From an optimization exercise on the open Yosys and OpenROAD flow, aimed at small area and few clock cycles per item; shortcuts taken in it are not production practice. RTL that was checked went through simulation tests only; none was proved equivalent to the original. Power and IR drop assume default switching activity.

==> flow/design.v <==
`default_nettype none
package ifu_pkg;
    typedef logic [63:0] addr_t;
    typedef logic [63:0] word_t;
    typedef logic [1:0]  resp_t;
    typedef logic [31:0] inst_t;
    typedef logic [15:0] half_t;
    typedef enum logic [1:0] {
        SLOT0 = 2'd0,
        SLOT1 = 2'd1,
        SLOT2 = 2'd2,
        SLOT3 = 2'd3
    } slot_e;
    localparam addr_t RESET_PC = 64'h0;
    localparam int MAX_INFLIGHT = 4;
    localparam int VDEPTH = 2;
    localparam addr_t WORD_BYTES = 64'd8;
    localparam logic [1:0] FULL_OPCODE = 2'b11;
endpackage
`default_nettype wire
`timescale 1ns/1ps
`default_nettype none
module ifu_top (
    input  wire                 clk,
    input  wire                 rst_n,
    output wire ifu_pkg::addr_t araddr,
    output wire                 arvalid,
    input  wire                 arready,
    input  wire                 rvalid,
    input  wire ifu_pkg::word_t rdata,
    input  wire ifu_pkg::resp_t rresp,
    input  wire                 jump_flag,
    input  wire ifu_pkg::addr_t jump_addr,
    output wire                 inst_valid,
    input  wire                 inst_ready,
    output wire ifu_pkg::inst_t inst,
    output wire                 compressed,
    output wire ifu_pkg::resp_t rresp_out,
    output wire ifu_pkg::addr_t tval,
    output wire ifu_pkg::addr_t pc
);
    logic [63:1] pc_q;           
    logic [63:0] mem_d;          
    logic [1:0]  mem_r;
    logic        count;          
    logic        stale_req;      
    logic [1:0]  kadj;           
    logic [1:0]  nout;           
    logic [2:0]  drop;           
    logic [31:0] left_half;      
    logic [1:0]  left_resp;
    logic        left_valid;
    logic        keep_beat;
    logic        accept;
    logic        hs;
    logic        pop;
    logic        wr;
    logic        rd;
    logic [63:1] base;
    logic [63:5] base_up;
    assign base    = jump_flag ? jump_addr[63:1] : pc_q;
    assign base_up = base[63:5] + 59'd1;
    logic [1:0]  slot;
    assign slot = pc_q[2:1];
    logic        at_left;
    logic [2:0]  k;
    logic [2:0]  ksum;
    logic        can_req;
    assign at_left   = slot[1] & left_valid;
    assign keep_beat = rvalid & (drop == 3'd0);
    assign can_req   = ({1'b0, drop} + 4'(nout)) <= 4'd6;
    assign arvalid   = can_req & (jump_flag | stale_req | ((nout + 2'(count) - 2'(rd)) < 2'(ifu_pkg::VDEPTH)));
    assign k         = jump_flag ? 3'd0 : 3'(count) + 3'(nout) + 3'(at_left) + 3'(kadj);
    assign ksum      = {1'b0, base[4:3]} + k;
    assign araddr    = {ksum[2] ? base_up : base[63:5], ksum[1:0], 3'b000};
    assign accept    = arvalid & arready;
    logic        have_h;
    logic [63:0] h_data;
    logic [1:0]  h_resp;
    assign have_h = count | keep_beat;
    assign h_data = count ? mem_d : rdata;
    assign h_resp = count ? mem_r : rresp;
    logic [15:0] h0, h1;
    logic        is_comp;
    logic        fire;
    always_comb begin
        case (slot)
            2'd0: begin h0 = h_data[15:0];  h1 = h_data[31:16]; end
            2'd1: begin h0 = h_data[31:16]; h1 = h_data[47:32]; end
            2'd2: begin
                h0 = left_valid ? left_half[15:0]  : h_data[47:32];
                h1 = left_valid ? left_half[31:16] : h_data[63:48];
            end
            default: begin
                h0 = left_valid ? left_half[31:16] : h_data[63:48];
                h1 = h_data[15:0];
            end
        endcase
    end
    assign is_comp = (h0[1:0] != 2'b11);
    logic        left_ok;
    logic        left_32;
    logic        tval_up;
    assign left_ok = (left_resp == 2'b00);
    assign left_32 = (left_half[17:16] == 2'b11);
    assign tval_up = (slot == 2'd3) & left_valid & left_32 & left_ok;
    always_comb begin
        case (slot)
            2'd2:    fire = left_valid | have_h;
            2'd3:    fire = left_valid ? (~left_32 | have_h) : (have_h & is_comp);
            default: fire = have_h;
        endcase
    end
    assign hs = fire & inst_ready & ~jump_flag;
    always_comb begin
        pop = 1'b0;
        if (!jump_flag) begin
            case (slot)
                2'd0:    pop = hs & ~is_comp;
                2'd1:    pop = hs;
                default: pop = ~left_valid & have_h;
            endcase
        end
    end
    assign inst_valid = fire;
    assign inst       = {is_comp ? 16'h0 : h1, h0};
    assign compressed = is_comp;
    assign rresp_out  = (at_left & ~((slot == 2'd3) & left_32 & left_ok)) ? left_resp : h_resp;
    assign pc         = {pc_q, 1'b0};
    assign tval       = {(tval_up & (slot == 2'd3) & (pc_q[4:3] == 2'b11)) ? base_up : base[63:5],
                         tval_up ? pc_q[4:3] + 2'd1 : pc_q[4:3],
                         tval_up ? 2'b00 : slot, 1'b0};
    assign rd = pop & count;
    logic ovf;
    assign ovf = keep_beat & ~jump_flag & count & ~rd;
    assign wr  = keep_beat & ~jump_flag & ~(pop & ~count) & ~ovf;
    logic        to_next;
    logic [1:0]  slot_next;
    logic [63:1] pc_next;
    assign to_next   = (slot == 2'd3) | ((slot == 2'd2) & ~is_comp);
    assign slot_next = slot + (is_comp ? 2'd1 : 2'd2);
    assign pc_next   = {(hs & to_next & (base[4:3] == 2'b11)) ? base_up : base[63:5],
                        (hs & to_next) ? base[4:3] + 2'd1 : base[4:3],
                        hs ? slot_next : base[2:1]};
    always_ff @(posedge clk) begin
        if (wr) begin
            mem_d <= rdata;
            mem_r <= rresp;
        end
        if (pop) begin
            left_half <= h_data[63:32];
            left_resp <= h_resp;
        end
    end
    always_ff @(posedge clk or negedge rst_n) begin
        if (!rst_n) begin
            pc_q       <= '0;
            count      <= 1'b0;
            stale_req  <= 1'b0;
            kadj       <= 2'd0;
            nout       <= 2'd0;
            drop       <= 3'd0;
            left_valid <= 1'b0;
        end else begin
            pc_q <= pc_next;
            if (jump_flag) begin
                count      <= 1'b0;
                stale_req  <= 1'b0;
                kadj       <= 2'd0;
                nout       <= 2'(accept);
                drop       <= drop + 3'(nout) - 3'(rvalid);
                left_valid <= 1'b0;
            end else begin
                count <= (count & ~rd) | wr;
                if (ovf) begin
                    nout <= 2'd0;
                    drop <= drop + 3'(nout) - 3'd1 + 3'(accept);
                    if (arvalid && !arready) begin
                        stale_req <= 1'b1;
                        kadj      <= nout;
                    end
                end else if (stale_req) begin
                    nout <= nout - 2'(keep_beat);
                    if (accept) begin
                        stale_req <= 1'b0;
                        kadj      <= 2'd0;
                    end
                    drop <= drop + 3'(accept) - 3'(rvalid && drop != 3'd0);
                end else begin
                    nout  <= nout + 2'(accept) - 2'(keep_beat);
                    if (rvalid && drop != 3'd0) drop <= drop - 3'd1;
                end
                if (pop) left_valid <= 1'b1;
            end
        end
    end
endmodule
`default_nettype wire
==> flow/config.mk <==
export PLATFORM = sky130hd
export DESIGN_NAME = ifu_top
export DESIGN_NICKNAME = ifu_top
export VERILOG_FILES = /design/flow/design.v
export SDC_FILE = /design/flow/constraint.sdc
export NUM_CORES = 4
export LEC_CHECK = 0
export ABC_AREA = 1
export CAP_MARGIN = 20
export CORE_MARGIN = 2
export CORE_UTILIZATION = 60
export SLEW_MARGIN = 20
==> flow/constraint.sdc <==
create_clock -name core_clock -period 5.0 [get_ports {clk}]
set_input_delay 1.0000 -clock core_clock [delete_from_list [all_inputs] [get_ports {clk}]]
set_output_delay 1.0000 -clock core_clock [all_outputs]
set_load 0.01 [all_outputs]
standard.sh (not shown) runs the stock make flow with config.mk's settings and CLKGATE_MAP_FILE= SYNTH_SCRIPT=/design/flow/synth_recipe.tcl, a recipe that flattens the netlist after the stock synthesis.
==> flow/flow/run.sh <==
#!/bin/bash
# Standard ORFS layout, with the ports buffered by the smallest buffer
# instead of the delay cell buffer_ports picks by default, and a clock tree
# with fewer, larger sink clusters and no dummy loads.
set -euo pipefail
bash standard.sh \
  "BUFFER_PORTS_ARGS=-buffer_cell sky130_fd_sc_hd__buf_1" \
  "CTS_ARGS=-sink_clustering_enable -repair_clock_nets -sink_clustering_size 20 -sink_clustering_max_diameter 60 -buf_list sky130_fd_sc_hd__clkbuf_16 -dont_use_dummy_load" \
  finish > standard_flow.log 2>&1
Testbench counts at the start, summed over its fixed seeds: cycles 57,193, items 40,294.
Change:
--- a/flow/design.v
+++ b/flow/design.v
@@ -40,12 +40,13 @@
     output wire ifu_pkg::addr_t pc
 );
     logic [63:1] pc_q;           
     logic [63:0] mem_d;          
     logic [1:0]  mem_r;
     logic        count;          
+    logic        pend;           
     logic        stale_req;      
     logic [1:0]  kadj;           
     logic [1:0]  nout;           
     logic [2:0]  drop;           
     logic [31:0] left_half;      
     logic [1:0]  left_resp;
@@ -53,12 +54,14 @@
     logic        keep_beat;
     logic        accept;
     logic        hs;
     logic        pop;
     logic        wr;
     logic        rd;
+    logic        ovf;
+    logic        ovf_now;
     logic [63:1] base;
     logic [63:5] base_up;
     assign base    = jump_flag ? jump_addr[63:1] : pc_q;
     assign base_up = base[63:5] + 59'd1;
     logic [1:0]  slot;
     assign slot = pc_q[2:1];
@@ -66,15 +69,18 @@
     logic [2:0]  k;
     logic [2:0]  ksum;
     logic        can_req;
     assign at_left   = slot[1] & left_valid;
     assign keep_beat = rvalid & (drop == 3'd0);
     assign can_req   = ({1'b0, drop} + 4'(nout)) <= 4'd6;
-    assign arvalid   = can_req & (jump_flag | stale_req | ((nout + 2'(count) - 2'(rd)) < 2'(ifu_pkg::VDEPTH)));
+    logic [2:0]  ksum0;
+    assign arvalid   = can_req & (jump_flag | stale_req |
+                                  (((ovf_now ? 2'd0 : nout) + 2'(count) - 2'(rd)) < 2'(ifu_pkg::VDEPTH)));
     assign k         = jump_flag ? 3'd0 : 3'(count) + 3'(nout) + 3'(at_left) + 3'(kadj);
-    assign ksum      = {1'b0, base[4:3]} + k;
+    assign ksum0     = {1'b0, base[4:3]} + k;
+    assign ksum      = ovf_now ? ksum0 - 3'd1 : ksum0;
     assign araddr    = {ksum[2] ? base_up : base[63:5], ksum[1:0], 3'b000};
     assign accept    = arvalid & arready;
     logic        have_h;
     logic [63:0] h_data;
     logic [1:0]  h_resp;
     assign have_h = count | keep_beat;
@@ -128,14 +134,22 @@
     assign rresp_out  = (at_left & ~((slot == 2'd3) & left_32 & left_ok)) ? left_resp : h_resp;
     assign pc         = {pc_q, 1'b0};
     assign tval       = {(tval_up & (slot == 2'd3) & (pc_q[4:3] == 2'b11)) ? base_up : base[63:5],
                          tval_up ? pc_q[4:3] + 2'd1 : pc_q[4:3],
                          tval_up ? 2'b00 : slot, 1'b0};
     assign rd = pop & count;
-    logic ovf;
-    assign ovf = keep_beat & ~jump_flag & count & ~rd;
+    logic        m_pop;
+    always_comb begin
+        case (slot)
+            2'd0:    m_pop = inst_ready & (mem_d[1:0] == 2'b11);
+            2'd1:    m_pop = inst_ready;
+            default: m_pop = ~left_valid;
+        endcase
+    end
+    assign ovf     = keep_beat & ~jump_flag & count & ~m_pop;
+    assign ovf_now = ovf & ~pend;
     assign wr  = keep_beat & ~jump_flag & ~(pop & ~count) & ~ovf;
     logic        to_next;
     logic [1:0]  slot_next;
     logic [63:1] pc_next;
     assign to_next   = (slot == 2'd3) | ((slot == 2'd2) & ~is_comp);
     assign slot_next = slot + (is_comp ? 2'd1 : 2'd2);
@@ -152,30 +166,35 @@
             left_resp <= h_resp;
         end
     end
     always_ff @(posedge clk or negedge rst_n) begin
         if (!rst_n) begin
             pc_q       <= '0;
+            pend       <= 1'b0;
             count      <= 1'b0;
             stale_req  <= 1'b0;
             kadj       <= 2'd0;
             nout       <= 2'd0;
             drop       <= 3'd0;
             left_valid <= 1'b0;
         end else begin
             pc_q <= pc_next;
+            pend <= arvalid & ~arready;
             if (jump_flag) begin
                 count      <= 1'b0;
                 stale_req  <= 1'b0;
                 kadj       <= 2'd0;
                 nout       <= 2'(accept);
                 drop       <= drop + 3'(nout) - 3'(rvalid);
                 left_valid <= 1'b0;
             end else begin
                 count <= (count & ~rd) | wr;
-                if (ovf) begin
+                if (ovf_now) begin
+                    nout <= 2'(accept);
+                    drop <= drop + 3'(nout) - 3'd1;
+                end else if (ovf) begin
                     nout <= 2'd0;
                     drop <= drop + 3'(nout) - 3'd1 + 3'(accept);
                     if (arvalid && !arready) begin
                         stale_req <= 1'b1;
                         kadj      <= nout;
                     end
Routed wire length went up by 9.4%. Hold slack gets worse by 0.0063 ns. Area after synthesis went up by 2.1%. Count of clock-buffer cells in the layout is unchanged. Design area went up by 5.1%. Sequential power stays flat. Maximum frequency went down by 0.51%. Sequential share of layout area went down by 1.5 points. Final cell count went up by 6.4%. Power went up by 4.6%.
The RTL of the second run of this note was laid out without a check of its function.

## static timing again, ports no longer ideal
The flow's constraints put no driver on any port. The routed layouts listed below were extracted and timed again, unchanged, in two steps. Step 1 (the two cells are an assumption about what drives the block):
set clk [get_ports {clk}]
set_driving_cell -lib_cell sky130_fd_sc_hd__clkbuf_16 $clk
set_driving_cell -lib_cell sky130_fd_sc_hd__buf_2 [delete_from_list [all_inputs] $clk]
Step 2 moves the port delays by t, midway between the first and last clock arrival at a register: inputs arrive t later, outputs are due t later. That takes back most of the time a late clock gives input paths. Slacks: no drivers / after step 1 / after step 2; pairs: no drivers / after step 1.
| run | t (ns) | setup WS [ns] | worst data-port slew with drivers (ns) |
|---|---|---|---|
| the first run | 0.480 | 0.096 / 0.045 / 0.067 | 0.10 |
| the second run | 0.481 | 0.071 / 0.021 / -0.008 | 0.11 |
With both steps, setup timing fails in the second run, where it was met with ideal ports. The setup slack of the second run, which loses most, moves by -0.050 ns with the drivers and by -0.079 ns with both steps.
